From an optimization exercise on the open Yosys and OpenROAD flow, aimed at small area and a short achievable clock period; shortcuts taken in it are not production practice. Where RTL was checked, it was by simulation tests only, not by an equivalence proof against the original. The RTL of runs 6 and 7 was laid out without a check of its function. Power is estimated from default activity; no workload was simulated.

### flow/run.sh
#!/bin/bash
# Standard ORFS layout, with port buffers built from a plain buffer cell
# instead of the flow's default pick (a slow delay cell).
set -euo pipefail
cat flow/extra.mk >> config.mk
bash standard.sh > standard.log 2>&1
### flow/extra.mk
export BUFFER_PORTS_ARGS = -buffer_cell sky130_fd_sc_hd__buf_2
export CTS_ARGS = -sink_clustering_enable -repair_clock_nets -sink_clustering_size 24 -sink_clustering_max_diameter 45 -buf_list {sky130_fd_sc_hd__clkbuf_8 sky130_fd_sc_hd__clkbuf_16} -dont_use_dummy_load
### design.v
package psum_acc_pkg;
  function automatic integer store_width(input integer t_d_size, input integer f_width);
    store_width = t_d_size + $clog2(f_width - 1);
  endfunction
endpackage
module psum_line_buffer #(
  parameter int DEPTH = 32,
  parameter int WIDTH = 39
) (
  input  logic             clk,
  input  logic             i_shift,
  input  logic [WIDTH-1:0] i_wdata,
  output logic [WIDTH-1:0] o_head
);
  logic [WIDTH-1:0] r_mem [DEPTH];
  always_ff @(posedge clk) begin
    if (i_shift) begin
      r_mem[0] <= i_wdata;
      for (int i = 1; i < DEPTH; i++) r_mem[i] <= r_mem[i-1];
    end
  end
  assign o_head = r_mem[DEPTH-1];
endmodule
module psum_accumulator #(
  parameter int T_D_SIZE = 37,
  parameter int O_D_SIZE = 16,
  parameter int F_WIDTH  = 5,
  parameter int LINE_LEN = 32
) (
  input  logic                       clk,
  input  logic                       rst,
  input  logic                       clk_en,
  input  logic [T_D_SIZE-1:0]        psum_i,
  input  logic                       psum_valid_i,
  output logic                       psum_ready_o,
  input  logic [T_D_SIZE-1:0]        bias_i,
  input  logic [4:0]                 shift_i,
  output logic [O_D_SIZE-1:0]        out_data_o,
  output logic                       out_valid_o,
  input  logic                       out_ready_i,
  output logic [$clog2(F_WIDTH)-1:0] pass_o,
  output logic                       row_done_o
);
  localparam int SW = psum_acc_pkg::store_width(T_D_SIZE, F_WIDTH);
  localparam int FW = SW + 1;
  localparam int PW = $clog2(F_WIDTH);
  localparam int CW = (LINE_LEN > 1) ? $clog2(LINE_LEN) : 1;
  localparam logic [CW-1:0] COL_LAST  = CW'(LINE_LEN - 1);
  localparam logic [PW-1:0] PASS_LAST = PW'(F_WIDTH - 1);
  localparam int FB = 3;                    
  localparam int NF = 1 << FB;              
  localparam int UW = O_D_SIZE + NF - 1;    
  localparam int NG = 4;                    
  logic [CW-1:0]       r_col;
  logic [PW-1:0]       r_pass;
  logic                r_first;    
  logic                r_final;    
  logic [UW-1:0]       r_res_u;     
  logic [FB-1:0]       r_res_fine;  
  logic [NG-1:0]       r_res_fits;  
  logic                r_res_neg;   
  logic                r_out_valid;
  logic                r_row_done;
  logic                w_accept;
  logic                w_col_wrap;
  logic [SW-1:0]       w_head;
  logic [FW-1:0]       w_sum;
  assign psum_ready_o = clk_en & ~(r_final & r_out_valid & ~out_ready_i);
  assign w_accept     = psum_valid_i & psum_ready_o;
  assign w_col_wrap   = (r_col == COL_LAST);
  psum_line_buffer #(
    .DEPTH (LINE_LEN),
    .WIDTH (SW)
  ) u_line_buffer (
    .clk     (clk),
    .i_shift (w_accept),
    .i_wdata (w_sum[SW-1:0]),
    .o_head  (w_head)
  );
  logic [FW-1:0] w_head_x;
  logic [FW-1:0] w_psum_x;
  logic [FW-1:0] w_bias_x;
  assign w_head_x = {w_head[SW-1], w_head};
  assign w_psum_x = {{(FW-T_D_SIZE){psum_i[T_D_SIZE-1]}}, psum_i};
  assign w_bias_x = {{(FW-T_D_SIZE){bias_i[T_D_SIZE-1]}}, bias_i};
  logic [FW-1:0] w_head_g;
  logic [FW-1:0] w_bias_g;
  assign w_head_g = r_first ? '0 : w_head_x;
  assign w_bias_g = r_final ? w_bias_x : '0;
  logic [FW-1:0] w_cs_s;
  logic [FW-1:0] w_cs_c;
  assign w_cs_s = w_head_g ^ w_psum_x ^ w_bias_g;
  assign w_cs_c = {(w_head_g[FW-2:0] & w_psum_x[FW-2:0]) |
                   (w_head_g[FW-2:0] & w_bias_g[FW-2:0]) |
                   (w_psum_x[FW-2:0] & w_bias_g[FW-2:0]), 1'b0};
  assign w_sum  = w_cs_s + w_cs_c;
  function automatic logic sum_bit(input logic [FW-1:0] v, input integer j);
    sum_bit = (j >= FW) ? v[FW-1] : v[j];
  endfunction
  localparam int NC = 32 / NF;
  logic [NC-1:0] w_co_oh;
  always_comb begin
    for (int k = 0; k < NC; k++) w_co_oh[k] = (shift_i[4:FB] == (5 - FB)'(k));
  end
  logic [UW-1:0] w_u;
  always_comb begin
    for (int i = 0; i < UW; i++) begin
      w_u[i] = 1'b0;
      for (int k = 0; k < NC; k++) w_u[i] = w_u[i] | (w_co_oh[k] & sum_bit(w_sum, i + k * NF));
    end
  end
  logic [FW-2:0] w_top_mask;   
  logic [FW-2:0] w_nb_eq;      
  always_comb begin
    for (int j = 0; j < FW - 1; j++) begin
      w_top_mask[j] = ({27'd0, shift_i} + O_D_SIZE - 1 <= j);
      w_nb_eq[j]    = (w_sum[j] == w_sum[j+1]);
    end
  end
  localparam int NP = FW - O_D_SIZE;        
  localparam int GS = (NP + NG - 1) / NG;   
  logic [FW-2:0] w_pair_ok;
  assign w_pair_ok = w_nb_eq | ~w_top_mask;
  logic [NG-1:0] w_fits_g;
  always_comb begin
    for (int g = 0; g < NG; g++) begin
      w_fits_g[g] = 1'b1;
      for (int j = O_D_SIZE - 1 + g * GS; j < O_D_SIZE - 1 + (g + 1) * GS; j++)
        if (j < FW - 1) w_fits_g[g] = w_fits_g[g] & w_pair_ok[j];
    end
  end
  logic [O_D_SIZE-1:0] w_shl;
  always_comb begin
    for (int i = 0; i < O_D_SIZE; i++) w_shl[i] = r_res_u[i + r_res_fine];
  end
  assign out_data_o = (&r_res_fits) ? w_shl : {r_res_neg, {(O_D_SIZE-1){~r_res_neg}}};
  always_ff @(posedge clk or posedge rst) begin
    if (rst) begin
      r_col       <= '0;
      r_pass      <= '0;
      r_first     <= 1'b1;
      r_final     <= 1'b0;
      r_res_u     <= '0;
      r_res_fine  <= '0;
      r_res_fits  <= '1;
      r_res_neg   <= 1'b0;
      r_out_valid <= 1'b0;
      r_row_done  <= 1'b0;
    end else if (clk_en) begin
      r_row_done <= 1'b0;
      if (r_out_valid && out_ready_i) begin
        r_out_valid <= 1'b0;
      end
      if (w_accept) begin
        r_col <= w_col_wrap ? '0 : r_col + 1'b1;
        if (r_final) begin
          r_res_u     <= w_u;
          r_res_fine  <= shift_i[FB-1:0];
          r_res_fits  <= w_fits_g;
          r_res_neg   <= w_sum[FW-1];
          r_out_valid <= 1'b1;
        end
        if (w_col_wrap) begin
          if (r_final) begin
            r_pass     <= '0;
            r_first    <= 1'b1;
            r_final    <= 1'b0;
            r_row_done <= 1'b1;
          end else begin
            r_pass     <= r_pass + 1'b1;
            r_first    <= 1'b0;
            r_final    <= (r_pass == PASS_LAST - 1'b1);
          end
        end
      end
    end
  end
  assign out_valid_o = r_out_valid;
  assign pass_o      = r_pass;
  assign row_done_o  = r_row_done;
endmodule
### standard.sh
#!/bin/bash
# synth_recipe.tcl (not shown) runs the flow's synth.tcl, then flattens the netlist and writes it again
# the make line also repeats each setting of config.mk as NAME=value (left out here)
make -C /OpenROAD-flow-scripts/flow DESIGN_CONFIG=/design/flow/config.mk WORK_HOME=/design/flow/orfs CLKGATE_MAP_FILE= SYNTH_SCRIPT=/design/flow/synth_recipe.tcl "${@:-finish}"
### constraint.sdc
create_clock -name core_clock -period 9.0 [get_ports {clk}]
set_input_delay 1.8000 -clock core_clock [delete_from_list [all_inputs] [get_ports {clk}]]
set_output_delay 1.8000 -clock core_clock [all_outputs]
set_load 0.01 [all_outputs]
### config.mk
export PLATFORM = sky130hd
export DESIGN_NAME = psum_accumulator
export DESIGN_NICKNAME = psum_accumulator
export VERILOG_FILES = /design/flow/design.v
export SDC_FILE = /design/flow/constraint.sdc
export NUM_CORES = 4
export LEC_CHECK = 0
export ABC_AREA = 1
export CAP_MARGIN = 20
export CORE_MARGIN = 2
export CORE_UTILIZATION = 55
export SETUP_SLACK_MARGIN = 5
export SLEW_MARGIN = 20
export BUFFER_PORTS_ARGS = -buffer_cell sky130_fd_sc_hd__buf_2
export CTS_ARGS = -sink_clustering_enable -repair_clock_nets -sink_clustering_size 24 -sink_clustering_max_diameter 45 -buf_list {sky130_fd_sc_hd__clkbuf_8 sky130_fd_sc_hd__clkbuf_16} -dont_use_dummy_load
==> flow_summary.yaml, run 1 <==
synthesis:
  synth_xor_area_frac: 0.00748
  synthFlopType: "edfxtp_1"
  synth.net_count: 2878
  yosysUniqueCellTypes: 53
  synth_fa_ha_area_frac: 0.0303
  synth_top_family_by_area: "simple AND/OR/NAND/NOR gates"
  yosysWarnings: 3
  synth_cells: 2707
  synth_compound_area_frac: 0.0243
  synth.cell_area_um2: 45800
  async_flop_share: 0.0333
  synth_mux_area_frac: 0.000874
  synthSimpleGateAreaFrac: 0.0692
  synth.avg_cell_area_um2: 16.9
  synth_enable_flop_cells: 1248
  synth_seq_area_share: 0.841
  synth.ff_latch_count: 1291
floorplan:
  die_area_um2: 85600
  ioPinCount: 106
  core-area_um2: 82200
  die_x_um: 293
  rows: 105
  die_h_um: 293
  start_util: 0.557
clocking:
  cts_htree_levels: 3
  root_buffer: "clkbuf_16"
  insertion_delay_ns: 0.68
  cts_buffers: 116
  cts-hold-fix-buffers: 0
  clkSinkCount: 1291
  clock_path_buffers: 3
  cts_tree: "built"
  cts.clk_slew.worst_paths_ns: 0.07
power:
  pwr_density_cell_nw_per_um2: 321
  vdd_drop_max_mv: 0.203
  p_leak_nw: 19.0
  power_mw: 17.0
sta:
  clock.fmax_mhz: 247
  finalSetupViolations: 0
  worst_slack_ns: 4.95
  layout_min_cycle_time_ns: 4.05
  worst_pin_slew_ns: 1.04
  rsz0062_at_grt: "true"
  finalHoldViolations: 0
  finClkSkew_ns: 0.0831
  finalSetupTns_ns: 0
  slew_violations: 0
  max_slew_margin: 0.304
  fin_crit_sh: 0.450
cells_and_area:
  drive_gt1_frac: 0.208
  final_common_cell: "edfxtp_1"
  syn2layout_area_growth_pct: 15.6
  most-common-layout-cells: "1248 x edfxtp_1, 438 x nand2_1, 249 x inv_1, 118 x clkbuf_16, 101 x buf_2"
  fin_cells: 4052
  fin_nets: 3153
  final_util: 0.644
worst_setup_path:
  cp_max_fo: 2
  r2r_setup_slack_ns: 5.14
  startpoint_type: "primary input"
  end_kind: "primary output"
  path_delay_family: "buffers and inverters"
  crit_arrival_ns: 2.25
  cp_slowest_cell: "nor2_4"
  criticalPathCategory: "primary input to primary output"
  cp.required_ns: 7.20
  crit_buf_inv: 2
  slowest_delay_ns: 0.13
  crit_chain: "buf_2 -> nor2_4 -> a21oi_4 -> buf_6"
detailed_routing:
  ant_nets: 0
  wl_um: 83600
  drc: 0
  initialDrtViolationCount: 1846
  wire_per_inst_um: 20.6
  first_pass_iters: 5
  vias: 21700
  detail_route.vias_per_cell: 5.35
global_routing:
  globalRouteTotalUtil: 0.192
  grt-ovfl-total: 0
  grt_pass1_wl_um: 124000
  antenna_found_initial: 5
  grt_start_max_net_pins: 226
  grt_pass1_vias: 21000
placement:
  place_ws_ns: 3.53
  dp.cells: 3867
  io_buffers: 105
  dp_hpwl_um: 51100
  place.gp.congestion: 0.931
min_path:
  hold_path_class: "flop to flop"
run_status:
  outcome: "complete, no violations"
flow_run:
  maxCapViolations: 0
[worst reg2reg max path, stage by stage, from the launching register on]
cell	delay [ns]
dfstp_2	0.78
inv_6	0.26
nand2_1	0.24
fa_1	0.44
inv_1	0.08
ha_2	0.35
a21oi_1	0.27
o21ai_0	0.18
o21bai_1	0.22
nor2_2	0.15
nand3b_1	0.17
nand2_2	0.18
inv_4	0.07
nand2_2	0.05
nand4_1	0.10
o22ai_1	0.15
inv_1	0.06
[flip-flops by register name, indices dropped and copies added (netlist names)]
register / cells
r_res_fits: 4
r_pass: 3
r_res_fine: 3
r_res_u: 23
r_out_valid: 1
u_line_buffer.r_mem: 1248
r_col: 5
r_final: 1
r_first: 1
r_row_done: 1
r_res_neg: 1
[cell usage after synthesis, types with 2 or more instances]
cell / count / area, um2
edfxtp_1: 1248 / 37500
nand2_1: 532 / 2000
inv_1: 280 / 1050
nor2_1: 134 / 503
o21ai_0: 78 / 390
nand3_1: 68 / 340
a21oi_1: 59 / 295
ha_1: 47 / 588
fa_1: 40 / 801
dfrtp_1: 38 / 951
clkbuf_1: 25 / 93.8
nand4_1: 14 / 87.6
xor2_1: 14 / 123
nand2_2: 11 / 68.8
o211ai_1: 10 / 75.1
o22ai_1: 10 / 62.6
nor3_1: 8 / 40.0
a31oi_1: 7 / 43.8
xnor2_1: 7 / 61.3
a22oi_1: 6 / 45.0
dfstp_2: 5 / 131
nor2_2: 5 / 31.3
o21bai_1: 5 / 37.5
mux2i_1: 4 / 40.0
xor2_4: 4 / 110
clkinv_1: 3 / 11.3
inv_2: 3 / 11.3
nand3_2: 3 / 30.0
nand3b_1: 3 / 22.5
o21ai_1: 3 / 15.0
a21boi_1: 2 / 15.0
a21o_1: 2 / 15.0
a41oi_1: 2 / 17.5
buf_1: 2 / 7.51
buf_2: 2 / 10.0
nor3_2: 2 / 20.0
o311ai_0: 2 / 17.5
o31ai_1: 2 / 15.0
or2_2: 2 / 12.5
xor2_2: 2 / 32.5
[power by group]
part | switching, mW | leakage, nW | total, mW | internal [mW]
logic | 3.59 | 5.48 | 5.48 | 1.89
clock network | 1.83 | 1.43 | 4.07 | 2.24
registers | 0.218 | 12.1 | 7.47 | 7.25
total | 5.64 | 19.0 | 17.0 | 11.4
[through the flow]
step / hold WS [ns] / area, um2
2_1_floorplan: 0.400 / 45900
3_3_place_gp: 0.400 / 47800
3_5_place_dp: 0.405 / 47800
4_1_cts: 0.332 / 51600
5_1_grt: 0.341 / 53000
6_report: 0.338 / 53000
[kinds of logic after synthesis]
logic type                 count (synthesis)
muxes                                      4
AOI/OAI and AO/OA                        195
buffers and inverters                    317
DFF                                     1291
adders and majority gates                 87
xor gates and xnor gates                  28
and+or+nand+nor                          785
[layout make-up]
| type | count | area [um2] |
|---|---|---|
| flip-flops and latches | 1291 | 38600 |
| clock buffers | 116 | 2900 |
| inverters | 286 | 1120 |
| well taps | 1070 | 1340 |
| diodes | 2 | 5.00 |
| repair inverters | 2 | 15.0 |
| fillers | 5791 | 29300 |
| repair buffers | 186 | 1420 |
| multi-input cells | 1099 | 7600 |
[path summary, 6_finish.rpt]
check / endpoint / cells past startpoint / start
hold / removal: u_line_buffer.r_mem[18][0] / 0 / u_line_buffer.r_mem[17][0]
min in group asynchronous: r_res_fine[1] / 2 / rst
hold reg to reg: u_line_buffer.r_mem[18][0] / 0 / u_line_buffer.r_mem[17][0]
setup reg to reg: r_res_u[10] / 16 / r_first
setup / recovery: psum_ready_o / 4 / out_ready_i
max in group asynchronous: r_final / 2 / rst
[per-layer routing]
layer	track usage	vias to the layer above	part of all wire
li1	-	10100	-
met1	0.305	10900	0.49
met2	0.278	539	0.44
met3	0.0300	142	0.050
met4	0.0610	6	0.025
met5	0	-	0.00042
[what timing repair did]
action,4_1_cts,5_1_grt
endpoints found under the setup margin,444,183
cloned,4,2
buffers inserted,21,39
pin swaps,29,87
resized for setup,166,262
==> run 2, diff against run 1 <==
==> flow/extra.mk (replaced) <==
export BUFFER_PORTS_ARGS = -buffer_cell sky130_fd_sc_hd__buf_2
export CTS_ARGS = -sink_clustering_enable -repair_clock_nets -sink_clustering_size 30 -sink_clustering_max_diameter 80 -buf_list sky130_fd_sc_hd__clkbuf_16 -dont_use_dummy_load
--- a/config.mk
+++ b/config.mk
@@ -13,3 +13,3 @@
 export SLEW_MARGIN = 20
 export BUFFER_PORTS_ARGS = -buffer_cell sky130_fd_sc_hd__buf_2
-export CTS_ARGS = -sink_clustering_enable -repair_clock_nets -sink_clustering_size 24 -sink_clustering_max_diameter 45 -buf_list {sky130_fd_sc_hd__clkbuf_8 sky130_fd_sc_hd__clkbuf_16} -dont_use_dummy_load
+export CTS_ARGS = -sink_clustering_enable -repair_clock_nets -sink_clustering_size 30 -sink_clustering_max_diameter 80 -buf_list sky130_fd_sc_hd__clkbuf_16 -dont_use_dummy_load
==> run 2 against run 1 <==
Against the previous run: worst hold slack improved by 0.038 ns; count of clock-buffer cells in the layout decreased by 63; global-route usage decreased by 0.50 points; sequential power about the same; critical path depth increased by 16; highest routed layer unchanged.
==> flow_summary.yaml, run 2 <==
cells_and_area:
  fin_cells: 3998
  syn2layout_area_growth_pct: 12.6
  largest-register: "u_line_buffer.r_mem"
  stdcell_area_um2: 51600
  drive_gt1_frac: 0.196
  insertedDiodeCount: 0
  most-common-layout-cells: "1248 x edfxtp_1, 442 x nand2_1, 245 x inv_1, 102 x buf_2, 96 x nor2_1"
  largest_reg_flops: 1248
  final_common_cell: "edfxtp_1"
  reg_top3: "u_line_buffer.r_mem x1248, r_res_u x23, r_col x5"
  fin_nets: 3101
  final_util: 0.627
min_path:
  hold_path_class: "flop to flop"
global_routing:
  grt-ovfl-total: 0
  globalRouteTotalUtil: 0.187
  grt_util_met2: 0.273
  grt_pass1_wl_um: 121000
  top_usage_layer: "met1"
  antenna_found_initial: 3
  grt_pass1_vias: 20300
  use_met3: 0.0241
  grt_start_max_net_pins: 226
  grtUsageMet1: 0.306
clocking:
  cts-hold-fix-buffers: 0
  insertion_delay_ns: 0.66
  cts_tree: "built"
  cts.clk_slew.worst_paths_ns: 0.10
  cts_htree_levels: 2
  cts_buffers: 53
  clkSinkCount: 1291
  root_buffer: "clkbuf_16"
  clock_path_buffers: 3
synthesis:
  synth_top_area_frac: 0.818
  synth_area_leaders: "edfxtp_1 82%, nand2_1 4.4%, inv_1 2.3%"
  yosysUniqueCellTypes: 53
  synth_most_common_cell: "edfxtp_1"
  synth_enable_flop_cells: 1248
  synth_seq_area_share: 0.841
  synth.cell_area_um2: 45800
  synth_common_cells: "1248 x edfxtp_1, 532 x nand2_1, 280 x inv_1"
  synth_cells: 2707
  synth.avg_cell_area_um2: 16.9
  async_flop_share: 0.0333
  yosysWarnings: 3
  synth_top_area_cell: "edfxtp_1"
  synthFlopType: "edfxtp_1"
  synth.ff_latch_count: 1291
  synth.net_count: 2878
worst_setup_path:
  crit_chain: "buf_2 -> inv_1 -> fa_2 -> inv_2 -> ha_4 -> nand2_4 -> inv_1 -> nand2_1 -> nand3_2 -> a21oi_2 -> nand3_2 -> buf_6 -> xnor2_4 -> buf_4 -> inv_2 -> nand2_1 -> a21oi_1 -> nor2_2 -> nand2_1 -> nand2_1"
  crit_arrival_ns: 4.63
  slowest_delay_ns: 0.64
  startpoint_type: "primary input"
  cp_max_fo: 4
  criticalPathCategory: "primary input to flop"
  cp.required_ns: 9.56
  cp_slowest_cell: "fa_2"
  end_kind: "flop"
  crit_path_frequent_cell: "nand2_1"
  r2r_setup_slack_ns: 5.15
power:
  p_leak_nw: 18.4
  vdd_drop_max_mv: 0.190
  pwr_density_cell_nw_per_um2: 305
sta:
  rsz0062_at_grt: "true"
  worst_pin_slew_ns: 1.03
  finalSetupTns_ns: 0
  slew_violations: 0
  fin_crit_sh: 0.452
  layout_min_cycle_time_ns: 4.07
  finalHoldViolations: 0
  finalSetupViolations: 0
  finClkSkew_ns: 0.0616
  clock.fmax_mhz: 246
  max_slew_margin: 0.312
placement:
  dp_hpwl_um: 51100
  dp.cells: 3867
  io_buffers: 105
  place_area_um2: 47800
  place.gp.congestion: 0.931
detailed_routing:
  drc: 0
  detail_route.vias_per_cell: 5.35
  first_pass_iters: 6
  ant_nets: 0
  wire_per_inst_um: 20.6
  initialDrtViolationCount: 1825
  wl_um: 82200
  vias: 21400
run_status:
  outcome: "complete, no violations"
floorplan:
  start_util: 0.557
  die_x_um: 293
  die_area_um2: 85600
  die_h_um: 293
  ioPinCount: 106
  core-area_um2: 82200
  rows: 105
flow_run:
  maxCapViolations: 0
[run 2: routing by layer]
| layer | wire length (um) | share of wire |
|---|---|---|
| met4 | 1440 | 0.017 |
| met1 | 40700 | 0.50 |
| met2 | 36300 | 0.44 |
| met3 | 3730 | 0.045 |
| met5 | 24 | 0.00029 |
[run 2: final timing paths]
| kind | startpoint | end | cells after the start |
|---|---|---|---|
| worst max-delay path | psum_i[18] | r_res_fits[0] | 20 |
| worst min-delay path | u_line_buffer.r_mem[0][18] | u_line_buffer.r_mem[1][18] | 0 |
| worst max register to register | r_first | r_res_fits[0] | 20 |
| worst min register to register | u_line_buffer.r_mem[0][18] | u_line_buffer.r_mem[1][18] | 0 |
| max in group asynchronous | rst | r_res_fine[1] | 2 |
| min in group asynchronous | rst | r_col[1] | 2 |
[run 2: what timing repair did]
action,CTS,global route
endpoints found under the setup margin,444,419
cloned,4,6
setup buffers,20,47
resized for setup,165,286
pin swaps,28,80
[run 2: cells by family (layout without fill, tap and decap cells)]
kind of cell               after synthesis  after routing  synth area share
DFF                                   1291           1291             0.841
AOI/OAI and AO/OA                      195            195            0.0243
and+or+nand+nor                        785            785            0.0692
adders and majority gates               87             87            0.0303
buffers and inverters                  317            538            0.0263
muxes                                    4              4          0.000874
xor gates and xnor gates                28             28           0.00748
[run 2: power by group]
group	internal [mW]	switching [mW]
combinational	2.00	3.62
sequential	7.24	0.223
clock	1.06	1.58
[run 2: worst max-delay path: cells and delay by family]
kind / cells / cell delay [ns]
buf+inv: 7 / 0.63
compound gates: 2 / 0.29
simple gates: 8 / 0.73
xor+xnor: 1 / 0.27
fa+ha+maj: 2 / 0.88
[run 2: cell type report]
class | instances | area [um2]
timing repair buffer | 196 | 1580
fill | 5930 | 30600
tap | 1070 | 1340
inverter | 286 | 1110
clock buffer | 53 | 1330
multi-input combinational | 1099 | 7650
timing repair inverter | 3 | 22.5
sequential | 1291 | 38600
[run 2: metrics by stage]
step / total power [mW] / hold slack [ns] / setup slack, ns
after global routing: 16.5 / 0.378 / 4.83
after floorplan: 10.2 / 0.400 / -12.41
after global placement: 11.5 / 0.400 / 3.63
final: 15.7 / 0.376 / 4.93
after detailed placement: 11.5 / 0.405 / 3.53
after CTS: 14.7 / 0.374 / 4.93
==> run 3, diff against run 2 <==
==> flow/extra.mk (replaced) <==
export BUFFER_PORTS_ARGS = -buffer_cell sky130_fd_sc_hd__buf_2
export CTS_ARGS = -sink_clustering_enable -repair_clock_nets -sink_clustering_size 18 -sink_clustering_max_diameter 70 -buf_list sky130_fd_sc_hd__clkbuf_8 -dont_use_dummy_load
==> config.mk (replaced) <==
export PLATFORM = sky130hd
export DESIGN_NAME = psum_accumulator
export DESIGN_NICKNAME = psum_accumulator
export VERILOG_FILES = /design/flow/design.v
export SDC_FILE = /design/flow/constraint.sdc
export NUM_CORES = 4
export LEC_CHECK = 0
export ABC_AREA = 1
export CAP_MARGIN = 20
export CORE_MARGIN = 2
export CORE_UTILIZATION = 60
export SETUP_SLACK_MARGIN = 5
export SLEW_MARGIN = 20
export BUFFER_PORTS_ARGS = -buffer_cell sky130_fd_sc_hd__buf_2
export CTS_ARGS = -sink_clustering_enable -repair_clock_nets -sink_clustering_size 18 -sink_clustering_max_diameter 70 -buf_list sky130_fd_sc_hd__clkbuf_8 -dont_use_dummy_load
==> run 3 against run 2 <==
Against the previous run: register-to-register slack gained 0.11 ns; clock skew grew 0.021 ns; maximum frequency grew 1.8%; synthesized cell count is the same; utilization grew 4.2 points.
==> flow_summary.yaml, run 3 <==
run_status:
  outcome: "complete, no violations"
worst_setup_path:
  cp_max_fo: 2
  end_kind: "primary output"
  criticalPathCategory: "primary input to primary output"
  cp_slowest_cell: "buf_2"
  crit_chain: "buf_6 -> nor2_4 -> a21oi_4 -> buf_2"
  slowest_delay_ns: 0.14
  cp.required_ns: 7.20
  r2r_start: "r_first"
  startpoint: "out_ready_i"
  startpoint_type: "primary input"
  crit_arrival_ns: 2.20
detailed_routing:
  first_pass_iters: 7
  drc: 0
  ant_nets: 0
  vias: 21300
  initialDrtViolationCount: 2052
  wl_um: 79200
  wire_per_inst_um: 20.2
  detail_route.vias_per_cell: 5.42
synthesis:
  async_flop_share: 0.0333
  synth_mux_area_frac: 0.000874
  synth_area_leaders: "edfxtp_1 82%, nand2_1 4.4%, inv_1 2.3%"
  synth_enable_flop_cells: 1248
  yosysWarnings: 3
  synth.ff_latch_count: 1291
  synth_top_family_by_area: "simple AND/OR/NAND/NOR gates"
  synth.cell_area_um2: 45800
  synth_cells: 2707
  synth.net_count: 2878
  synth_top_area_frac: 0.818
  synth_compound_area_frac: 0.0243
  synthSimpleGateAreaFrac: 0.0692
  synth_common_cells: "1248 x edfxtp_1, 532 x nand2_1, 280 x inv_1"
  yosysUniqueCellTypes: 53
  synth_top_area_cell: "edfxtp_1"
  synth_fa_ha_area_frac: 0.0303
  synth_seq_area_share: 0.841
  synth_most_common_cell: "edfxtp_1"
  synth.avg_cell_area_um2: 16.9
  synthFlopType: "edfxtp_1"
  synth_xor_area_frac: 0.00748
placement:
  dp_hpwl_um: 49200
  io_buffers: 105
  place.gp.congestion: 0.904
  place_ws_ns: 3.54
sta:
  finalHoldViolations: 0
  max_slew_margin: 0.268
  slew_violations: 0
  fin_crit_sh: 0.445
  worst_pin_slew_ns: 1.10
  rsz0062_at_grt: "true"
  finClkSkew_ns: 0.0825
  worst_slack_ns: 5.00
  whs_ns: 0.351
  finalSetupViolations: 0
  clock.fmax_mhz: 250
  layout_min_cycle_time_ns: 4.00
  finalSetupTns_ns: 0
min_path:
  hold_start: "u_line_buffer.r_mem[2][7]"
  hold_path_class: "flop to flop"
cells_and_area:
  reg_top3: "u_line_buffer.r_mem x1248, r_res_u x23, r_col x5"
  syn2layout_area_growth_pct: 10.8
  fillers: 5043
  fin_nets: 3113
  most-common-layout-cells: "1248 x edfxtp_1, 467 x nand2_1, 258 x inv_1, 104 x buf_2, 102 x nor2_1"
  largest-register: "u_line_buffer.r_mem"
  final_util: 0.670
  drive_gt1_frac: 0.184
  final_common_cell: "edfxtp_1"
  largest_reg_flops: 1248
global_routing:
  antenna_found_initial: 5
  grtUsageMet1: 0.318
  grt_pass1_vias: 20300
  grt_util_met2: 0.290
  grt-ovfl-total: 0
  top_usage_layer: "met1"
  use_met3: 0.0376
  grt_pass1_wl_um: 117000
  globalRouteTotalUtil: 0.200
  grt_start_max_net_pins: 209
power:
  p_leak_nw: 18.1
  pwr_density_cell_nw_per_um2: 296
  vdd_drop_max_mv: 0.185
floorplan:
  die_h_um: 280
  rows: 101
  start_util: 0.604
  ioPinCount: 106
  die_x_um: 280
  core-area_um2: 75800
  die_area_um2: 78600
clocking:
  clock_path_buffers: 3
  clkSinkCount: 1291
  cts.clk_slew.worst_paths_ns: 0.10
  root_buffer: "clkbuf_8"
  cts_tree: "built"
  insertion_delay_ns: 0.70
  cts_htree_levels: 3
  cts_buffers: 85
  cts-hold-fix-buffers: 0
flow_run:
  maxCapViolations: 0
-- run 3: power breakdown --
| group | internal (mW) | switching [mW] | total [mW] |
|---|---|---|---|
| clock | 0.850 | 1.59 | 2.44 |
| combinational | 1.74 | 3.42 | 5.16 |
| sequential | 7.24 | 0.205 | 7.45 |
-- run 3: layout make-up --
type	count	area [um2]	share of cell area
antenna	2	5.00	0.0000985
timing repair inverter	3	22.5	0.000443
multi-input combinational	1099	7420	0.146
clock buffer	85	1170	0.0230
tap	978	1220	0.0241
sequential	1291	38600	0.759
timing repair buffer	176	1280	0.0252
inverter	286	1100	0.0216
-- run 3: worst max-delay path, delay by kind of cell --
family                 cells  cell delay [ns]
AND/OR/NAND/NOR            1             0.11
AO/OA/AOI/OAI              1             0.06
buffers and inverters      2             0.23
-- run 3: kinds of logic (layout without fill, tap and decap cells) --
kind of cell             count (synthesis)  in the layout
flip-flops                            1291           1291
buffers and inverters                  317            550
adder cells (fa/ha/maj)                 87             87
other                                    0              2
AO/OA/AOI/OAI                          195            195
AND/OR/NAND/NOR                        785            785
multiplexers                             4              4
XOR/XNOR                                28             28
-- run 3: path summary, 6_finish.rpt --
kind	to	slack (ns)	cells after the start
min reg2reg	u_line_buffer.r_mem[3][7]	0.35	0
max	psum_ready_o	5.00	4
min in group asynchronous	r_col[3]	1.23	2
min	u_line_buffer.r_mem[3][7]	0.35	0
max reg2reg	r_res_fits[0]	5.26	20
max in group asynchronous	r_res_fine[0]	7.11	2
-- run 3: timing repair --
| action | CTS | global route |
|---|---|---|
| gates resized for setup | 164 | 224 |
| endpoints found under the setup margin | 776 | 52 |
| endpoints found under the hold margin | 0 | 0 |
| pin swaps | 26 | 54 |
| buffers inserted | 25 | 29 |
| cloned | 5 | 0 |
-- run 3: metal layers --
| metal | routed length [um] | vias up |
|---|---|---|
| li1 | - | 9962 |
| met1 | 38000 | 10600 |
| met2 | 34900 | 578 |
| met3 | 4650 | 120 |
| met4 | 1610 | 2 |
| met5 | 11 | - |
-- run 3: metrics by stage --
| stage | cell area (um2) | total power [mW] | cells |
|---|---|---|---|
| 4_1_cts | 49600 | 14.4 | 3888 |
| 3_5_place_dp | 47600 | 11.4 | 3773 |
| 6_report | 50800 | 15.0 | 3920 |
| 5_1_grt | 50800 | 15.8 | 3920 |
| 2_1_floorplan | 45900 | 10.2 | 2707 |
| 3_3_place_gp | 47600 | 11.4 | 3773 |
==> run 4, diff against run 3 <==
--- a/config.mk
+++ b/config.mk
@@ -9,5 +9,5 @@
 export CAP_MARGIN = 20
 export CORE_MARGIN = 2
-export CORE_UTILIZATION = 60
+export CORE_UTILIZATION = 55
 export SETUP_SLACK_MARGIN = 5
 export SLEW_MARGIN = 20
==> run 4 against run 3 <==
Against the previous run: still clean on timing, DRC and antenna; power decreased by 0.22%; register-to-register slack got worse by 0.05 ns; maximum frequency down 1.6%; critical path depth increased by 3; die area rose by 9.0%; sequential share of layout area up 0.20 points; count of clock-buffer cells in the layout is 1 lower; non-clock buffer count decreased by 4; first-iteration DRC count decreased by 3.8%; global-route usage fell by 0.96 points; largest cell class unchanged; largest power group unchanged.
==> flow_summary.yaml, run 4 <==
synthesis:
  synth_fa_ha_area_frac: 0.0303
  synth_top_area_frac: 0.818
  async_flop_share: 0.0333
  synthSimpleGateAreaFrac: 0.0692
  synth_seq_area_share: 0.841
  synth_compound_area_frac: 0.0243
  synth.avg_cell_area_um2: 16.9
  synth_common_cells: "1248 x edfxtp_1, 532 x nand2_1, 280 x inv_1"
  synth_xor_area_frac: 0.00748
  synth_top_family_by_area: "simple AND/OR/NAND/NOR gates"
  synth.net_count: 2878
  yosysUniqueCellTypes: 53
  synth_cells: 2707
  yosysWarnings: 3
  synth_mux_area_frac: 0.000874
  synth_top_area_cell: "edfxtp_1"
  synth_area_leaders: "edfxtp_1 82%, nand2_1 4.4%, inv_1 2.3%"
  synthFlopType: "edfxtp_1"
  synth.cell_area_um2: 45800
  synth_enable_flop_cells: 1248
  synth.ff_latch_count: 1291
  synth_most_common_cell: "edfxtp_1"
cells_and_area:
  largest_reg_flops: 1248
  drive_gt1_frac: 0.174
  largest-register: "u_line_buffer.r_mem"
  syn2layout_area_growth_pct: 10.5
  reg_top3: "u_line_buffer.r_mem x1248, r_res_u x23, r_col x5"
  fin_nets: 3107
  final_common_cell: "edfxtp_1"
  most-common-layout-cells: "1248 x edfxtp_1, 473 x nand2_1, 262 x inv_1, 108 x nor2_1, 104 x buf_2"
clocking:
  cts_htree_levels: 3
  cts_buffers: 84
  root_buffer: "clkbuf_8"
  cts_tree: "built"
  cts.clk_slew.worst_paths_ns: 0.10
  insertion_delay_ns: 0.71
  cts-hold-fix-buffers: 0
  clock_path_buffers: 3
  clkSinkCount: 1291
detailed_routing:
  wire_per_inst_um: 20.6
  first_pass_iters: 5
  ant_nets: 0
  wl_um: 82400
  drc: 0
  vias: 21400
  detail_route.vias_per_cell: 5.33
  initialDrtViolationCount: 1973
run_status:
  outcome: "complete, no violations"
floorplan:
  ioPinCount: 106
  core-area_um2: 82200
  die_x_um: 293
  die_area_um2: 85600
  die_h_um: 293
  start_util: 0.557
  rows: 105
worst_setup_path:
  r2r_setup_slack_ns: 5.21
  criticalPathCategory: "flop to primary output"
  cp_max_fo: 7
  r2r_end: "r_res_fits[0]"
  crit_arrival_ns: 2.27
  end_kind: "primary output"
  startpoint_type: "flop"
  worstRegToRegCells: 21
  critPathCapture: "out_data_o[14]"
  startpoint: "r_res_fits[0]"
  cp.required_ns: 7.20
  r2r_start: "r_first"
placement:
  io_buffers: 105
  dp_hpwl_um: 51100
  place.gp.congestion: 0.931
  place_ws_ns: 3.53
sta:
  max_slew_margin: 0.303
  layout_min_cycle_time_ns: 4.07
  finClkSkew_ns: 0.102
  worst_pin_slew_ns: 1.05
  whs_ns: 0.327
  finalSetupTns_ns: 0
  finalSetupViolations: 0
  finalHoldViolations: 0
  fin_crit_sh: 0.452
  clock.fmax_mhz: 246
  worst_slack_ns: 4.93
  rsz0062_at_grt: "true"
  slew_violations: 0
power:
  vdd_drop_max_mv: 0.148
  pwr_density_cell_nw_per_um2: 296
  p_leak_nw: 18.0
  power_mw: 15.0
global_routing:
  use_met3: 0.0250
  globalRouteTotalUtil: 0.190
  grt_util_met2: 0.277
  grt-ovfl-total: 0
  grt_pass1_wl_um: 122000
  grtUsageMet1: 0.306
  top_usage_layer: "met1"
  antenna_found_initial: 5
  grt_start_max_net_pins: 226
  grt_pass1_vias: 20700
flow_run:
  maxCapViolations: 0
min_path:
  hold_path_class: "flop to flop"
## run 4: cell counts after synthesis
Identical to the previous run, type by type.
## run 4: final cells by class
type	count	area (um2)
flip-flops and latches	1291	38600
fillers	6024	31600
multi-input cells	1099	7160
well taps	1070	1340
repair buffers	172	1300
clock buffers	84	1160
inverters	286	1100
repair inverters	2	15.0
diodes	2	5.00
## run 4: repair_timing
item / in CTS / in global routing
endpoints found under the setup margin: 443 / 325
pin swaps: 20 / 47
gates resized for setup: 138 / 193
setup buffers: 19 / 26
gates cloned: 6 / 1
## run 4: cell families after synthesis
logic type | count (synthesis)
and+or+nand+nor | 785
buffers and inverters | 317
AOI/OAI and AO/OA | 195
DFF | 1291
adders and majority gates | 87
muxes | 4
xor gates and xnor gates | 28
## run 4: per-layer routing
metal	share of wire	routed length [um]
met1	0.50	40800
met2	0.44	36100
met3	0.041	3380
met4	0.025	2050
met5	0.00028	23
## run 4: power by group
group	switching [mW]	leakage (nW)	total, mW	internal [mW]
Sequential	0.218	12.1	7.46	7.24
Combinational	3.39	5.32	5.11	1.72
Clock	1.60	0.604	2.44	0.841
Total	5.21	18.0	15.0	9.80
## run 4: how the worst min path moves through the flow
stage	end	startpoint	cells after the start	slack, ns
after global routing	u_line_buffer.r_mem[22][38]	u_line_buffer.r_mem[21][38]	0	0.33
after global placement	u_line_buffer.r_mem[22][25]	u_line_buffer.r_mem[21][25]	0	0.40
after detailed placement	u_line_buffer.r_mem[10][15]	u_line_buffer.r_mem[9][15]	0	0.40
after CTS	u_line_buffer.r_mem[22][38]	u_line_buffer.r_mem[21][38]	0	0.31
final	u_line_buffer.r_mem[22][38]	u_line_buffer.r_mem[21][38]	0	0.33
after floorplan	u_line_buffer.r_mem[10][0]	u_line_buffer.r_mem[9][0]	0	0.40
## run 4: through the flow
step | utilization | instance area (um2) | instances
after floorplan | - | 45900 | 2707
after global placement | 0.581 | 47800 | 3867
after detailed placement | 0.581 | 47800 | 3867
after CTS | 0.603 | 49600 | 3976
after global routing | 0.616 | 50700 | 4006
final | 0.616 | 50700 | 4006
## run 4: critical path, cell delays in order (launching register included)
cell and delay (ns):
dfstp_2 0.56, nand4_1 0.27, inv_2 0.18, buf_6 0.15, buf_6 0.11, o211ai_1 0.08
nand2_1 0.07, buf_2 0.12
==> run 5, diff against run 4 <==
==> flow/extra.mk (replaced) <==
export BUFFER_PORTS_ARGS = -buffer_cell sky130_fd_sc_hd__buf_1
export CTS_ARGS = -sink_clustering_enable -repair_clock_nets -sink_clustering_size 18 -sink_clustering_max_diameter 70 -buf_list sky130_fd_sc_hd__clkbuf_8 -dont_use_dummy_load
--- a/config.mk
+++ b/config.mk
@@ -12,4 +12,4 @@
 export SETUP_SLACK_MARGIN = 5
 export SLEW_MARGIN = 20
-export BUFFER_PORTS_ARGS = -buffer_cell sky130_fd_sc_hd__buf_2
+export BUFFER_PORTS_ARGS = -buffer_cell sky130_fd_sc_hd__buf_1
 export CTS_ARGS = -sink_clustering_enable -repair_clock_nets -sink_clustering_size 18 -sink_clustering_max_diameter 70 -buf_list sky130_fd_sc_hd__clkbuf_8 -dont_use_dummy_load
==> run 5 against run 4 <==
Against the previous run: critical endpoint is now r_res_u[15]; critical path depth is 10 higher; largest cell class unchanged; combinational power is 1% lower; non-clock buffer count is 13 lower; largest power group unchanged; count of clock-buffer cells in the layout stayed put; worst hold slack better by 0.031 ns; critical path type is now primary input to flop; setup slack better by 0.038 ns.
==> flow_summary.yaml, run 5 <==
detailed_routing:
  wl_um: 80500
  vias: 21300
  wire_per_inst_um: 20.1
  drc: 0
  first_pass_iters: 5
  initialDrtViolationCount: 1855
  ant_nets: 0
  detail_route.vias_per_cell: 5.32
synthesis:
  synthFlopType: "edfxtp_1"
  synth_area_leaders: "edfxtp_1 82%, nand2_1 4.4%, inv_1 2.3%"
  synth.net_count: 2878
  synth.ff_latch_count: 1291
  synth_top_area_cell: "edfxtp_1"
  synth_cells: 2707
  synth_enable_flop_cells: 1248
  synth.avg_cell_area_um2: 16.9
  synth_most_common_cell: "edfxtp_1"
  synth_seq_area_share: 0.841
  synth_top_area_frac: 0.818
  synth.cell_area_um2: 45800
  yosysUniqueCellTypes: 53
  synth_common_cells: "1248 x edfxtp_1, 532 x nand2_1, 280 x inv_1"
  yosysWarnings: 3
  async_flop_share: 0.0333
power:
  p_leak_nw: 17.8
  pwr_density_cell_nw_per_um2: 296
  vdd_drop_max_mv: 0.167
sta:
  rsz0062_at_grt: "true"
  finClkSkew_ns: 0.105
  whs_ns: 0.358
  finalSetupTns_ns: 0
  slew_violations: 0
  finalHoldViolations: 0
  max_slew_margin: 0.390
  layout_min_cycle_time_ns: 4.03
  clock.fmax_mhz: 248
  worst_pin_slew_ns: 0.914
  worst_slack_ns: 4.97
  fin_crit_sh: 0.448
  finalSetupViolations: 0
clocking:
  insertion_delay_ns: 0.71
  cts_htree_levels: 3
  clkSinkCount: 1291
  clock_path_buffers: 3
  root_buffer: "clkbuf_8"
  cts-hold-fix-buffers: 0
  cts.clk_slew.worst_paths_ns: 0.10
  cts_buffers: 84
  cts_tree: "built"
global_routing:
  grt_pass1_wl_um: 121000
  grt-ovfl-total: 0
  grt_start_max_net_pins: 218
  globalRouteTotalUtil: 0.187
  grt_pass1_vias: 20600
  antenna_found_initial: 4
run_status:
  outcome: "complete, no violations"
cells_and_area:
  reg_top3: "u_line_buffer.r_mem x1248, r_res_u x23, r_col x5"
  final_common_cell: "edfxtp_1"
  drive_gt1_frac: 0.139
  largest_reg_flops: 1248
  syn2layout_area_growth_pct: 10.3
  largest-register: "u_line_buffer.r_mem"
  final_util: 0.614
  fin_cells: 3995
  most-common-layout-cells: "1248 x edfxtp_1, 468 x nand2_1, 259 x inv_1, 109 x nor2_1, 90 x buf_1"
  fin_nets: 3095
floorplan:
  core-area_um2: 82200
  start_util: 0.557
  die_x_um: 293
  die_area_um2: 85600
  rows: 105
  ioPinCount: 106
  die_h_um: 293
placement:
  io_buffers: 105
  place.gp.congestion: 0.916
  dp.cells: 3865
  dp_hpwl_um: 50400
  place_ws_ns: 3.73
worst_setup_path:
  slowest_delay_ns: 0.53
  criticalPathCategory: "primary input to flop"
  crit_arrival_ns: 4.65
  crit_chain: "buf_1 -> inv_1 -> fa_1 -> inv_1 -> ha_2 -> nand2_2 -> inv_1 -> nand2_1 -> nand2_1 -> a21oi_1 -> nand2_1 -> a21oi_4 -> xor2_4 -> nand2_1 -> o211ai_1 -> nor2_1 -> a21oi_1"
  r2r_end: "r_res_u[15]"
  cp_slowest_cell: "fa_1"
  startpoint: "psum_i[22]"
  r2r_setup_slack_ns: 5.19
  critPathCapture: "r_res_u[15]"
  r2r_start: "r_first"
  cp.required_ns: 9.63
  worstRegToRegCells: 17
  end_kind: "flop"
  crit_path_frequent_cell: "nand2_1"
  startpoint_type: "primary input"
  cp_max_fo: 4
min_path:
  hold_path_class: "flop to flop"
  hold_start: "u_line_buffer.r_mem[26][38]"
flow_run:
  maxCapViolations: 0
run 5: cell types whose count changed in the layout (fill, tap and decap cells not counted), moves of 5 or more:
cell / delta
xor2_2: -5
nand2_4: +11
buf_4: -11
a21oi_1: +7
buf_2: -91
nand2_2: -8
buf_1: +90
nand2_1: -5
a21oi_2: -6
ha_1: +5
run 5: timing repair:
item / CTS / global route
endpoints found under the setup margin: 650 / 551
hold endpoints to repair: 0 / 0
setup buffers: 16 / 20
gates resized for setup: 152 / 221
gates cloned: 2 / 4
pin swaps: 12 / 50
run 5: cells by family (layout without fill, tap and decap cells):
logic type / after synthesis / in the layout / share of synthesized area
compound gates: 195 / 195 / 0.0243
xor+xnor: 28 / 28 / 0.00748
fa+ha+maj: 87 / 87 / 0.0303
other cells: 0 / 3 / 0
simple gates: 785 / 785 / 0.0692
buf+inv: 317 / 532 / 0.0263
mux: 4 / 4 / 0.000874
flops: 1291 / 1291 / 0.841
run 5: final cells by class:
class                      instances  area [um2]
antenna                            3        7.51
clock buffer                      84        1160
fill                            5996       31700
inverter                         286        1110
multi-input combinational       1099        7260
sequential                      1291       38600
tap                             1070        1340
timing repair buffer             159        1060
timing repair inverter             3        22.5
run 5: through the flow:
step,cell area (um2),power [mW]
after floorplan,45900,10.2
after global placement,47600,11.4
after detailed placement,47600,11.4
after CTS,49300,14.3
after global routing,50500,15.7
final,50500,14.9
run 5: worst min-delay path by stage:
stage	cells after the start	end
global placement	0	u_line_buffer.r_mem[20][28]
detailed placement	0	u_line_buffer.r_mem[11][30]
finish	0	u_line_buffer.r_mem[27][38]
CTS	0	u_line_buffer.r_mem[27][38]
global route	0	u_line_buffer.r_mem[27][38]
floorplan	0	u_line_buffer.r_mem[10][0]
run 5: metal layers:
metal	share of wire	wire length (um)	GRT usage	up-vias
li1	-	-	-	9934
met1	0.48	39000	0.296	10700
met2	0.44	35300	0.270	501
met3	0.053	4240	0.0352	133
met4	0.024	1900	0.0493	2
met5	0.00016	13	0	-
run 5: where the power goes:
| group | internal (mW) | switching [mW] |
|---|---|---|
| combinational | 1.66 | 3.38 |
| sequential | 7.24 | 0.217 |
| clock | 0.841 | 1.61 |
| total | 9.74 | 5.21 |
run 5: worst max-delay path, delay by kind of cell:
kind,cells,cell delay (ns)
adder cells (fa/ha/maj),2,0.87
AO/OA/AOI/OAI,4,0.80
AND/OR/NAND/NOR,6,0.64
buffers and inverters,4,0.29
XOR/XNOR,1,0.24
==> run 6, diff against run 5 <==
--- a/design.v
+++ b/design.v
@@ -94,5 +94,23 @@
                    (w_head_g[FW-2:0] & w_bias_g[FW-2:0]) |
                    (w_psum_x[FW-2:0] & w_bias_g[FW-2:0]), 1'b0};
-  assign w_sum  = w_cs_s + w_cs_c;
+  localparam int LV = $clog2(FW);
+  logic [FW-1:0] w_pg_g [LV+1];
+  logic [FW-1:0] w_pg_p [LV+1];
+  always_comb begin
+    w_pg_g[0] = w_cs_s & w_cs_c;
+    w_pg_p[0] = w_cs_s ^ w_cs_c;
+    for (int l = 0; l < LV; l++) begin
+      for (int i = 0; i < FW; i++) begin
+        if (i & (1 << l)) begin
+          w_pg_g[l+1][i] = w_pg_g[l][i] | (w_pg_p[l][i] & w_pg_g[l][((i >> l) << l) - 1]);
+          w_pg_p[l+1][i] = w_pg_p[l][i] & w_pg_p[l][((i >> l) << l) - 1];
+        end else begin
+          w_pg_g[l+1][i] = w_pg_g[l][i];
+          w_pg_p[l+1][i] = w_pg_p[l][i];
+        end
+      end
+    end
+  end
+  assign w_sum = w_pg_p[0] ^ {w_pg_g[LV][FW-2:0], 1'b0};
   function automatic logic sum_bit(input logic [FW-1:0] v, input integer j);
     sum_bit = (j >= FW) ? v[FW-1] : v[j];
==> flow/extra.mk (replaced) <==
export BUFFER_PORTS_ARGS = -buffer_cell sky130_fd_sc_hd__buf_2
export CTS_ARGS = -sink_clustering_enable -repair_clock_nets -sink_clustering_size 18 -sink_clustering_max_diameter 70 -buf_list sky130_fd_sc_hd__clkbuf_8 -dont_use_dummy_load
--- a/config.mk
+++ b/config.mk
@@ -12,4 +12,4 @@
 export SETUP_SLACK_MARGIN = 5
 export SLEW_MARGIN = 20
-export BUFFER_PORTS_ARGS = -buffer_cell sky130_fd_sc_hd__buf_1
+export BUFFER_PORTS_ARGS = -buffer_cell sky130_fd_sc_hd__buf_2
 export CTS_ARGS = -sink_clustering_enable -repair_clock_nets -sink_clustering_size 18 -sink_clustering_max_diameter 70 -buf_list sky130_fd_sc_hd__clkbuf_8 -dont_use_dummy_load
==> run 6 against run 5 <==
Against the previous run: critical endpoint is now r_res_fits[0]; final cell count fell by 5.4%; largest cell class unchanged; register-to-register slack got worse by 0.25 ns; synthesized cell count fell by 9.6%; combinational power fell by 37%; synthesized area fell by 2.1%; critical path depth rose by 2; global-route usage fell by 0.72 points.
==> flow_summary.yaml, run 6 <==
run_status:
  outcome: "complete, no violations"
synthesis:
  synth_seq_area_share: 0.860
  synthFlopType: "edfxtp_1"
  synth.avg_cell_area_um2: 18.3
  synth_most_common_cell: "edfxtp_1"
  synth_top_area_cell: "edfxtp_1"
  synth.cell_area_um2: 44900
  synth_common_cells: "1248 x edfxtp_1, 379 x nand2_1, 232 x inv_1"
  synth_top_area_frac: 0.835
  synth_area_leaders: "edfxtp_1 84%, nand2_1 3.2%, dfrtp_1 2.1%"
  synth.ff_latch_count: 1291
  yosysWarnings: 5
  synth_cells: 2446
  synth_enable_flop_cells: 1248
  synth.net_count: 2621
  yosysUniqueCellTypes: 58
  async_flop_share: 0.0333
detailed_routing:
  wire_per_inst_um: 20.2
  vias: 20100
  ant_nets: 0
  detail_route.vias_per_cell: 5.32
  first_pass_iters: 5
  wl_um: 76500
  initialDrtViolationCount: 1816
  drc: 0
cells_and_area:
  final-seq-area_um2: 38600
  final_common_cell: "edfxtp_1"
  multiInputGateArea_um2: 6640
  most-common-layout-cells: "1248 x edfxtp_1, 300 x nand2_1, 196 x inv_1, 98 x buf_2, 84 x clkbuf_8"
  fin_cells: 3781
  stdcell_area_um2: 50500
  syn2layout_area_growth_pct: 12.6
  largest-register: "u_line_buffer.r_mem"
  reg_top3: "u_line_buffer.r_mem x1248, r_res_u x23, r_col x5"
  largest_reg_flops: 1248
  drive_gt1_frac: 0.216
  fin_nets: 2897
  fillers: 5765
sta:
  max_slew_margin: 0.247
  rsz0062_at_grt: "true"
  layout_min_cycle_time_ns: 4.26
  finalSetupTns_ns: 0
  clock.fmax_mhz: 235
  worst_slack_ns: 4.74
  slew_violations: 0
  fin_crit_sh: 0.473
  worst_pin_slew_ns: 1.12
  finClkSkew_ns: 0.0666
  finalHoldViolations: 0
  finalSetupViolations: 0
floorplan:
  die_area_um2: 83900
  start_util: 0.556
  core-area_um2: 80700
  die_x_um: 290
  die_h_um: 290
  rows: 104
  ioPinCount: 106
power:
  power_mw: 12.9
  pwr_density_cell_nw_per_um2: 256
  pwr-share-comb: 0.247
  p_switching_mw: 3.80
  p_leak_nw: 17.8
  vdd_drop_max_mv: 0.146
  clockPowerShare: 0.191
  switching_share: 0.294
  power_frac_seq: 0.562
  p_int_mw: 9.12
clocking:
  insertion_delay_ns: 0.71
  cts_tree: "built"
  cts.clk_slew.worst_paths_ns: 0.10
  cts-hold-fix-buffers: 0
  clkSinkCount: 1291
  cts_buffers: 84
  root_buffer: "clkbuf_8"
  cts_htree_levels: 3
  clock_path_buffers: 3
global_routing:
  grt_start_max_net_pins: 155
  use_met3: 0.0343
  top_usage_layer: "met1"
  grt_pass1_vias: 19300
  grt_pass1_wl_um: 113000
  globalRouteTotalUtil: 0.180
  antenna_found_initial: 9
  grt-ovfl-total: 0
  grtUsageMet1: 0.291
  grt_util_met2: 0.254
placement:
  place_area_um2: 46800
  dp_hpwl_um: 44500
  dp.cells: 3595
  io_buffers: 105
  place.gp.congestion: 0.844
  place_ws_ns: 3.49
min_path:
  hold_path_class: "flop to flop"
worst_setup_path:
  cp.required_ns: 9.58
  startpoint_type: "primary input"
  end_kind: "flop"
  crit_arrival_ns: 4.84
  criticalPathCategory: "primary input to flop"
  cp_max_fo: 4
flow_run:
  maxCapViolations: 0
[run 6: cell type report]
class,instances,area share
antenna,1,0.0000495
clock buffer,84,0.0229
inverter,238,0.0190
multi-input combinational,883,0.131
sequential,1291,0.763
tap,1060,0.0263
timing repair buffer,221,0.0364
timing repair inverter,3,0.000471
[run 6: worst paths after layout]
path | start | end | slack [ns] | cells past startpoint
max | psum_i[11] | r_res_fits[0] | 4.74 | 19
min | u_line_buffer.r_mem[22][28] | u_line_buffer.r_mem[23][28] | 0.39 | 0
max reg2reg | r_first | r_res_u[9] | 4.94 | 24
min reg2reg | u_line_buffer.r_mem[22][28] | u_line_buffer.r_mem[23][28] | 0.39 | 0
max in group asynchronous | rst | r_res_fine[2] | 7.15 | 2
min in group asynchronous | rst | r_res_u[11] | 1.23 | 2
[run 6: timing repair]
action                                  in CTS  in global routing
gates cloned                                 6                  4
pin swaps                                   47                108
resized for setup                          191                236
endpoints found under the setup margin     523                268
buffers inserted                            40                 51
[run 6: critical path, cell delays in order]
cell and delay [ns]:
buf_2 0.08, inv_1 0.05, fa_1 0.55, inv_2 0.05, ha_4 0.22, a21oi_2 0.20
nand2_4 0.12, a21oi_4 0.22, nand2_8 0.09, buf_12 0.14, fa_2 0.64, inv_4 0.07
o21ai_2 0.15, a221oi_2 0.05, nor2_1 0.10, nand3_1 0.07, nor2_1 0.10, nand2_1 0.06
nand2_1 0.06
[run 6: cells by family after synthesis]
logic type | count (synthesis) | share of synthesized area
mux | 6 | 0.00134
xor+xnor | 18 | 0.00452
simple gates | 577 | 0.0538
fa+ha+maj | 91 | 0.0327
compound gates | 190 | 0.0248
buf+inv | 273 | 0.0233
flops | 1291 | 0.860
[run 6: metal layers]
layer / up-vias / wire length [um] / part of all wire
li1: 9296 / - / -
met1: 10300 / 37400 / 0.49
met2: 431 / 33800 / 0.44
met3: 107 / 3700 / 0.048
met4: 6 / 1570 / 0.021
met5: - / 30 / 0.00039
[run 6: per-stage QoR]
step / hold WS, ns / util
6_report: 0.386 / 0.626
5_1_grt: 0.382 / 0.626
4_1_cts: 0.381 / 0.609
3_5_place_dp: 0.405 / 0.580
3_3_place_gp: 0.400 / 0.580
2_1_floorplan: 0.400 / -
[run 6: power by group through the flow]
stage | Clock, mW | Combinational, mW | Sequential, mW
after floorplan | 0 | 1.34 | 7.61
after global placement | 0 | 2.13 | 7.36
after detailed placement | 0 | 2.14 | 7.37
after CTS | 2.59 | 2.66 | 7.24
after global routing | 2.79 | 3.44 | 7.30
final | 2.46 | 3.19 | 7.26
==> run 7, diff against run 6 <==
==> flow/extra.mk (replaced) <==
export BUFFER_PORTS_ARGS = -buffer_cell sky130_fd_sc_hd__buf_2
export CTS_ARGS = -sink_clustering_enable -repair_clock_nets -sink_clustering_size 20 -sink_clustering_max_diameter 40 -buf_list sky130_fd_sc_hd__clkbuf_8 -dont_use_dummy_load
--- a/config.mk
+++ b/config.mk
@@ -13,3 +13,3 @@
 export SLEW_MARGIN = 20
 export BUFFER_PORTS_ARGS = -buffer_cell sky130_fd_sc_hd__buf_2
-export CTS_ARGS = -sink_clustering_enable -repair_clock_nets -sink_clustering_size 18 -sink_clustering_max_diameter 70 -buf_list sky130_fd_sc_hd__clkbuf_8 -dont_use_dummy_load
+export CTS_ARGS = -sink_clustering_enable -repair_clock_nets -sink_clustering_size 20 -sink_clustering_max_diameter 40 -buf_list sky130_fd_sc_hd__clkbuf_8 -dont_use_dummy_load
==> run 7 against run 6 <==
Against the previous run: highest routed layer unchanged; sequential cell count stayed put; via count up 1.1%; maximum frequency grew 3.8%; setup slack better by 0.16 ns; first-iteration DRC count decreased by 7.7%; largest power group unchanged; worst hold slack worse by 0.017 ns; critical path type is now flop to primary output; final cell count grew 1.1%; synthesized area stayed put.
==> flow_summary.yaml, run 7 <==
global_routing:
  grt_start_max_net_pins: 186
  grt_pass1_vias: 20000
  antenna_found_initial: 9
  globalRouteTotalUtil: 0.183
  grt-ovfl-total: 0
  grt_pass1_wl_um: 114000
power:
  p_int_mw: 9.59
  vdd_drop_max_mv: 0.165
  power_frac_seq: 0.540
  clockPowerShare: 0.236
  p_switching_mw: 3.84
  switching_share: 0.286
  pwr_density_cell_nw_per_um2: 264
  pwr-share-comb: 0.224
  p_leak_nw: 18.1
sta:
  max_slew_margin: 0.315
  worst_pin_slew_ns: 1.03
  finalHoldViolations: 0
  finClkSkew_ns: 0.0905
  worst_slack_ns: 4.90
  rsz0062_at_grt: "true"
  layout_min_cycle_time_ns: 4.10
  finalSetupTns_ns: 0
  slew_violations: 0
  finalSetupViolations: 0
  clock.fmax_mhz: 244
  fin_crit_sh: 0.456
synthesis:
  synth_most_common_cell: "edfxtp_1"
  synthSimpleGateAreaFrac: 0.0538
  synth.ff_latch_count: 1291
  synth.net_count: 2621
  synth_common_cells: "1248 x edfxtp_1, 379 x nand2_1, 232 x inv_1"
  yosysWarnings: 5
  synth_compound_area_frac: 0.0248
  synthFlopType: "edfxtp_1"
  synth_top_area_cell: "edfxtp_1"
  synth.avg_cell_area_um2: 18.3
  synth_area_leaders: "edfxtp_1 84%, nand2_1 3.2%, dfrtp_1 2.1%"
  yosysUniqueCellTypes: 58
  synth_top_area_frac: 0.835
  synth.cell_area_um2: 44900
  async_flop_share: 0.0333
  synth_mux_area_frac: 0.00134
  synth_seq_area_share: 0.860
  synth_top_family_by_area: "simple AND/OR/NAND/NOR gates"
  synth_xor_area_frac: 0.00452
  synth_fa_ha_area_frac: 0.0327
  synth_enable_flop_cells: 1248
  synth_cells: 2446
cells_and_area:
  drive_gt1_frac: 0.219
  final_common_cell: "edfxtp_1"
  reg_top3: "u_line_buffer.r_mem x1248, r_res_u x23, r_col x5"
  largest-register: "u_line_buffer.r_mem"
  largest_reg_flops: 1248
  fillers: 5720
  syn2layout_area_growth_pct: 13.4
  most-common-layout-cells: "1248 x edfxtp_1, 315 x nand2_1, 194 x inv_1, 144 x clkbuf_8, 99 x buf_2"
  fin_nets: 2937
floorplan:
  die_area_um2: 83900
  start_util: 0.556
  ioPinCount: 106
  die_h_um: 290
  die_x_um: 290
  core-area_um2: 80700
  rows: 104
worst_setup_path:
  startpoint: "r_res_fine[0]"
  cp_slowest_cell: "dfrtp_2"
  r2r_end: "r_res_fits[0]"
  cp_max_fo: 6
  cp.required_ns: 7.20
  end_kind: "primary output"
  r2r_start: "r_first"
  crit_arrival_ns: 2.30
  slowest_delay_ns: 0.46
  r2r_setup_slack_ns: 5.00
  crit_chain: "buf_12 -> buf_16 -> buf_12 -> mux2i_4 -> o21ai_1 -> a21oi_1 -> a21oi_1 -> buf_2"
  criticalPathCategory: "flop to primary output"
  startpoint_type: "flop"
  worstRegToRegCells: 21
detailed_routing:
  initialDrtViolationCount: 1676
  first_pass_iters: 5
  ant_nets: 0
  wl_um: 76800
  vias: 20300
  drc: 0
  detail_route.vias_per_cell: 5.32
  wire_per_inst_um: 20.1
run_status:
  outcome: "complete, no violations"
clocking:
  cts_tree: "built"
  cts_buffers: 144
  clock_path_buffers: 3
  cts_htree_levels: 4
  insertion_delay_ns: 0.79
  root_buffer: "clkbuf_8"
  cts.clk_slew.worst_paths_ns: 0.08
  clkSinkCount: 1291
min_path:
  hold_path_class: "flop to flop"
  hold_start: "u_line_buffer.r_mem[3][4]"
  holdPathEnd: "u_line_buffer.r_mem[4][4]"
  min_path_cells: 0
placement:
  place.gp.congestion: 0.844
  dp_hpwl_um: 44500
  place_ws_ns: 3.49
  io_buffers: 105
flow_run:
  maxCapViolations: 0
==> run 7: what timing repair did <==
item | 4_1_cts | 5_1_grt
pin swaps | 38 | 50
gates resized for setup | 209 | 160
endpoints found under the setup margin | 523 | 463
setup buffers | 40 | 33
cloned | 7 | 1
hold buffers | 0 | 0
==> run 7: how the worst max path moves through the flow <==
stage                     slack (ns)  depth (start not counted)                        end
after global placement          3.59                         21              r_res_fits[0]
after floorplan               -12.33                          4  u_line_buffer.r_mem[0][0]
after global routing            4.79                         20              r_res_fits[0]
final                           4.90                          8             out_data_o[15]
after CTS                       4.79                          6              out_data_o[0]
after detailed placement        3.49                         21              r_res_fits[0]
==> run 7: kinds of logic after synthesis <==
| logic type | count (synthesis) |
|---|---|
| flops | 1291 |
| simple gates | 577 |
| buf+inv | 273 |
| compound gates | 190 |
| fa+ha+maj | 91 |
| xor+xnor | 18 |
| mux | 6 |
==> run 7: stage by stage <==
stage / instances / util / instance area (um2) / power [mW] / hold slack, ns
finish: 3821 / 0.631 / 50900 / 13.4 / 0.368
CTS: 3786 / 0.620 / 50000 / 13.2 / 0.358
detailed placement: 3595 / 0.580 / 46800 / 9.51 / 0.405
global route: 3821 / 0.631 / 50900 / 14.1 / 0.367
global placement: 3595 / 0.580 / 46800 / 9.49 / 0.400
floorplan: 2446 / - / 44900 / 8.95 / 0.400
==> run 7: power groups by stage <==
stage	combinational (mW)	sequential [mW]	clock (mW)
2_1_floorplan	1.34	7.61	0
3_3_place_gp	2.13	7.36	0
3_5_place_dp	2.14	7.37	0
4_1_cts	2.68	7.26	3.31
5_1_grt	3.26	7.29	3.52
6_report	3.01	7.26	3.16
==> run 7: worst max-delay path, delay by kind of cell, from the launching register on <==
family	cells	cell delay, ns
buffers and inverters	4	0.56
AOI/OAI and AO/OA	3	0.38
DFF	1	0.46
muxes	1	0.18
==> run 7: per-layer routing <==
metal / vias up / global-route usage / wire [um]
met2: 500 / 0.255 / 33400
met3: 148 / 0.0414 / 4280
met5: - / 0.00227 / 26
met4: 6 / 0.0617 / 1660
li1: 9393 / - / -
met1: 10300 / 0.287 / 37400
==> run 7: final cells by class <==
type | count | area, um2 | share of cell area
Clock buffer | 144 | 1980 | 0.0390
Timing Repair Buffer | 202 | 1630 | 0.0319
Antenna cell | 1 | 2.50 | 0.0000492
Sequential cell | 1291 | 38600 | 0.758
Inverter | 238 | 946 | 0.0186
Timing Repair inverter | 3 | 20.0 | 0.000393
Tap cell | 1060 | 1330 | 0.0261
Multi-Input combinational cell | 882 | 6410 | 0.126

-- afterwards: timing with drivers on the ports --
Ports are ideal in the flow. The routed layouts listed here were re-timed in OpenROAD. Step 1: set_driving_cell puts a clkbuf_16 on clk and a buf_2 on each other input, an assumption about the parent block. Step 2 also shifts input and output timing later by t, the mid clock arrival at the registers, as if the neighbouring blocks saw the same clock. Slacks: ideal ports / drivers / drivers and shift; pairs: ideal ports / drivers.
run | t, ns | slack for setup (ns) | hold WS [ns] | clock arrival spread, ns | worst slew at a driven data input, ns
run 1 | 0.716 | 4.950 / 4.911 / 4.322 | 0.338 / 0.338 / 0.338 | 0.092 / 0.092 | 0.06
run 2 | 0.689 | 4.929 / 4.911 / 4.285 | 0.376 / 0.376 / 0.376 | 0.076 / 0.075 | 0.06
run 3 | 0.719 | 4.999 / 4.959 / 4.345 | 0.351 / 0.351 / 0.351 | 0.092 / 0.092 | 0.06
run 4 | 0.733 | 4.933 / 4.867 / 4.327 | 0.327 / 0.327 / 0.327 | 0.109 / 0.108 | 0.05
run 5 | 0.721 | 4.971 / 4.913 / 4.284 | 0.358 / 0.358 / 0.358 | 0.109 / 0.109 | 0.13
run 6 | 0.742 | 4.743 / 4.776 / 4.034 | 0.386 / 0.386 / 0.386 | 0.074 / 0.074 | 0.11
run 7 | 0.807 | 4.899 / 4.839 / 4.118 | 0.368 / 0.368 / 0.368 | 0.102 / 0.102 | 0.11
After both steps every run listed still meets setup and hold. The setup slack of run 7, which loses most, moves by -0.060 ns with the drivers and by -0.781 ns with both steps.
